This is an optimization exercise on Yosys and OpenROAD, whose aim is small area, not a production implementation.
The RTL was checked by simulation tests, not by an equivalence proof against the original design.
No activity file was given, so power comes from the tool's default toggle rates.

==> module aes_key_expand, before the edit <==
module aes_key_expand
#(
  parameter int NK = 8
) (
  input  logic            clk,
  input  logic            reset,
  input  logic            start,
  input  logic [32*NK-1:0] key_in,
  output logic            busy,
  output logic            rk_valid,
  input  logic            rk_ready,
  output logic [3:0]      rk_round,
  output logic [31:0]     k0_out,
  output logic [31:0]     k1_out,
  output logic [31:0]     k2_out,
  output logic [31:0]     k3_out,
  output logic            done
);
  logic [127:0] r_hi, r_lon;
  logic [127:0] w_lo;
  logic [7:0]   r_cnt;
  logic [7:0] w_old, w_sub_in, w_sub_out, w_rcon, w_t, w_new;
  logic       w_rot, w_sw, w_adv, w_last;
  logic       w_ld, w_sh, w_hd, w_shn, w_hdn;
  assign w_lo  = ~r_lon;
  assign w_old = r_hi[127:120];
  assign w_rot = (r_cnt[4:2] == 3'd0);    
  assign w_sw  = (r_cnt[4:2] == 3'd4);    
  always_comb begin
    if (w_rot)
      w_sub_in = (r_cnt[1:0] == 2'd3) ? w_lo[55:48] : w_lo[23:16];
    else
      w_sub_in = w_lo[31:24];
  end
  aes_subword u_sbox (
    .i_byte (w_sub_in),
    .o_byte (w_sub_out)
  );
  logic w_rc_en;
  assign w_rc_en = (r_cnt[1:0] == 2'd0);
  for (genvar k = 0; k < 7; k++) begin : g_rcon
    assign w_rcon[k] = w_rc_en && (r_cnt[7:5] == 3'(k));
  end
  assign w_rcon[7] = 1'b0;
  always_comb begin
    if (w_rot)
      w_t = w_sub_out ^ w_rcon;
    else if (w_sw)
      w_t = w_sub_out;
    else
      w_t = w_lo[31:24];
  end
  assign w_new = w_old ^ w_t;
  assign rk_valid = busy && (r_cnt[3:0] == 4'd0);
  assign rk_round = r_cnt[7:4];
  assign {k0_out, k1_out, k2_out, k3_out} = r_hi;
  assign w_adv  = busy && (!rk_valid || rk_ready);
  assign w_last = rk_valid && rk_ready && (r_cnt[7:4] == 4'd14);
  assign w_ld = !busy;
  assign w_sh = w_adv;
  assign w_hd = busy && !w_adv;
  assign w_shn = !w_sh;
  assign w_hdn = !w_hd;
  logic [127:0] w_hi_d, w_lon_d, w_hi_s, w_lon_s;
  assign w_hi_s  = {r_hi[119:0], w_lo[127:120]};
  assign w_lon_s = {r_lon[119:0], ~w_new};
  for (genvar b = 0; b < 128; b++) begin : g_win
    aes_win_hi u_hi (
      .ld (w_ld), .key (key_in[128+b]), .sh (w_sh), .s (w_hi_s[b]),
      .hd (w_hd), .q (r_hi[b]), .d (w_hi_d[b])
    );
    aes_win_lo u_lo (
      .ld (w_ld), .key (key_in[b]), .shn (w_shn), .s (w_lon_s[b]),
      .hdn (w_hdn), .q (r_lon[b]), .d (w_lon_d[b])
    );
  end
  always_ff @(posedge clk) begin
    r_hi  <= w_hi_d;
    r_lon <= w_lon_d;
    if (!busy)
      r_cnt <= 8'd0;
    else if (w_adv)
      r_cnt <= r_cnt + 8'd1;
  end
  always_ff @(posedge clk) begin
    if (reset) begin
      busy <= 1'b0;
      done <= 1'b0;
    end else begin
      done <= w_last;
      if (!busy)
        busy <= start;
      else if (w_last)
        busy <= 1'b0;
    end
  end
endmodule
==> module aes_win_lo, before the edit <==
module aes_win_lo (
  input  logic ld,
  input  logic key,
  input  logic shn,
  input  logic s,
  input  logic hdn,
  input  logic q,
  output logic d
);
  logic p;
  assign p = (shn | s) & (hdn | q);
  assign d = ~((ld & key) | ~p);
endmodule
==> flow/config.mk <==
export PLATFORM = sky130hd
export DESIGN_NAME = aes256_key_expand
export DESIGN_NICKNAME = aes256_key_expand
export VERILOG_FILES = /design/flow/design.v
export SDC_FILE = /design/flow/constraint.sdc
export NUM_CORES = 4
export LEC_CHECK = 0
export CAP_MARGIN = 0
export CORE_MARGIN = 2
export CORE_UTILIZATION = 40
export PLACE_DENSITY = 0.65
export SLEW_MARGIN = 0
export SYNTH_KEEP_MODULES = aes_win_hi aes_win_lo aes_subword
export ADDER_MAP_FILE =
export BUFFER_PORTS_ARGS = -buffer_cell sky130_fd_sc_hd__buf_1
export CTS_ARGS = -sink_clustering_enable -repair_clock_nets -dont_use_dummy_load -sink_clustering_size 10 -sink_clustering_max_diameter 40 -buf_list {sky130_fd_sc_hd__clkbuf_4}
==> flow/constraint.sdc <==
create_clock -name core_clock -period 10.0 [get_ports {clk}]
set_input_delay 2.0000 -clock core_clock [delete_from_list [all_inputs] [get_ports {clk}]]
set_output_delay 2.0000 -clock core_clock [all_outputs]
set_load 0.01 [all_outputs]
standard.sh (not shown) runs the stock make flow with config.mk's settings and CLKGATE_MAP_FILE= SYNTH_SCRIPT=/design/flow/synth_recipe.tcl, a recipe that flattens the netlist after the stock synthesis.
==> flow/flow/run.sh <==
#!/bin/bash
# Own flow: the standard ORFS layout (standard.sh) with
#  - the standard synthesis script, with ABC mapping done per module with
#    area-oriented scripts instead of ORFS's delay-oriented one: the window
#    bit-select modules (aes_win_hi, aes_win_lo) and the S-box
#    (aes_subword) are kept as modules through mapping and flattened
#    afterwards as usual; the registers and their names are untouched,
#  - no adder extraction (ADDER_MAP_FILE empty), so ABC maps XOR logic itself,
#  - buf_1 port buffers instead of ORFS's default port buffer,
#  - a clock tree of small leaf clusters without dummy loads.
# Every tool's output goes to a log file in this folder.
set -euo pipefail
W=$(pwd)
{
  head -n 1 synth_recipe.tcl
  cat <<EOS
proc abc {args} {
  set i [lsearch -exact \$args -script]
  set a_area [lreplace \$args [expr {\$i+1}] [expr {\$i+1}] $W/flow/area.abc]
  set a_amap [lreplace \$args [expr {\$i+1}] [expr {\$i+1}] $W/flow/amap.abc]
  yosys abc {*}\$a_amap aes_win_hi
  yosys abc {*}\$a_area aes_win_lo
  yosys abc {*}\$a_area aes_subword
  yosys abc {*}\$a_area aes256_key_expand
}
EOS
  tail -n +2 synth_recipe.tcl
} > synth_area.tcl
cat >> config.mk <<'EOC'
export SYNTH_KEEP_MODULES = aes_win_hi aes_win_lo aes_subword
export ADDER_MAP_FILE =
export BUFFER_PORTS_ARGS = -buffer_cell sky130_fd_sc_hd__buf_1
export CTS_ARGS = -sink_clustering_enable -repair_clock_nets -dont_use_dummy_load -sink_clustering_size 10 -sink_clustering_max_diameter 40 -buf_list {sky130_fd_sc_hd__clkbuf_4}
EOC
bash standard.sh SYNTH_SCRIPT=$W/synth_area.tcl finish > standard_flow.log 2>&1
==> flow/flow/amap.abc <==
strash
amap
topo
==> flow/flow/area.abc <==
strash
&get -n
&st
&dch
&nf -a -R 1000
&put
topo
Edit:
--- a/flow/design.v
+++ b/flow/design.v
@@ -359,9 +359,9 @@
   logic [127:0] w_lo;
   logic [7:0]   r_cnt;
   logic [7:0] w_old, w_sub_in, w_sub_out, w_rcon, w_t, w_new;
   logic       w_rot, w_sw, w_adv, w_last;
-  logic       w_ld, w_sh, w_hd, w_shn, w_hdn;
+  logic       w_ld, w_sh, w_hd;
   assign w_lo  = ~r_lon;
   assign w_old = r_hi[127:120];
   assign w_rot = (r_cnt[4:2] == 3'd0);    
   assign w_sw  = (r_cnt[4:2] == 3'd4);    
@@ -397,10 +397,8 @@
   assign w_last = rk_valid && rk_ready && (r_cnt[7:4] == 4'd14);
   assign w_ld = !busy;
   assign w_sh = w_adv;
   assign w_hd = busy && !w_adv;
-  assign w_shn = !w_sh;
-  assign w_hdn = !w_hd;
   logic [127:0] w_hi_d, w_lon_d, w_hi_s, w_lon_s;
   assign w_hi_s  = {r_hi[119:0], w_lo[127:120]};
   assign w_lon_s = {r_lon[119:0], ~w_new};
   for (genvar b = 0; b < 128; b++) begin : g_win
@@ -408,10 +406,10 @@
       .ld (w_ld), .key (key_in[128+b]), .sh (w_sh), .s (w_hi_s[b]),
       .hd (w_hd), .q (r_hi[b]), .d (w_hi_d[b])
     );
     aes_win_lo u_lo (
-      .ld (w_ld), .key (key_in[b]), .shn (w_shn), .s (w_lon_s[b]),
-      .hdn (w_hdn), .q (r_lon[b]), .d (w_lon_d[b])
+      .busy (busy), .key (key_in[b]), .sh (w_sh), .s (w_lon_s[b]),
+      .hd (w_hd), .q (r_lon[b]), .d (w_lon_d[b])
     );
   end
   always_ff @(posedge clk) begin
     r_hi  <= w_hi_d;
@@ -447,19 +445,19 @@
   assign m = ~((ld & key) | (sh & s) | (hd & q));
   assign d = ~m;
 endmodule
 module aes_win_lo (
-  input  logic ld,
+  input  logic busy,
   input  logic key,
-  input  logic shn,
+  input  logic sh,
   input  logic s,
-  input  logic hdn,
+  input  logic hd,
   input  logic q,
   output logic d
 );
-  logic p;
-  assign p = (shn | s) & (hdn | q);
-  assign d = ~((ld & key) | ~p);
+  logic m;
+  assign m = ~((sh & s) | (hd & q));
+  assign d = ~((busy | key) & m);
 endmodule
 `default_nettype wire
 `default_nettype none
 module aes256_key_expand (
Outcome: The changed run ran to the end with no violations. Total power is about the same. Non-clock buffer count came out lower by 1. Worst setup slack degrades by 0.46 ns. Count of clock-buffer cells in the layout went up by 2. First-iteration DRC count climbs by a few percent. Via count falls slightly. Die area went up slightly. Wire length drops slightly. Clock skew goes up by 0.014 ns. Final cell count came out higher slightly. Synthesized area came out higher slightly. Hold slack loses 0.048 ns. Combinational power barely changes.

afterwards: timing with drivers on the ports:
How much do the figures lean on ideal ports? The routed layouts below were timed once more, with nothing changed but the port constraints.
Step 1 assumes that a clkbuf_16 drives the clock port and a buf_2 every other input.
Step 2 adds t to the input delays and takes it off the output delays; t is the mean of the earliest and latest rising clock arrival at the registers after step 1. Input paths then give back, and output paths get back, about the clock's delay inside the block.
Slacks: ideal ports / drivers / drivers and shift; pairs: ideal ports / drivers.
run	t, ns	setup WS [ns]	worst setup path at the end	clock arrival spread, ns	worst data-port slew with drivers (ns)
the first run	0.651	2.891 / 2.891 / 2.891	register to register	0.060 / 0.060	0.09
the second run	0.646	2.429 / 2.429 / 2.429	register to register	0.082 / 0.082	0.07
After both steps setup and hold are still met in every run listed.
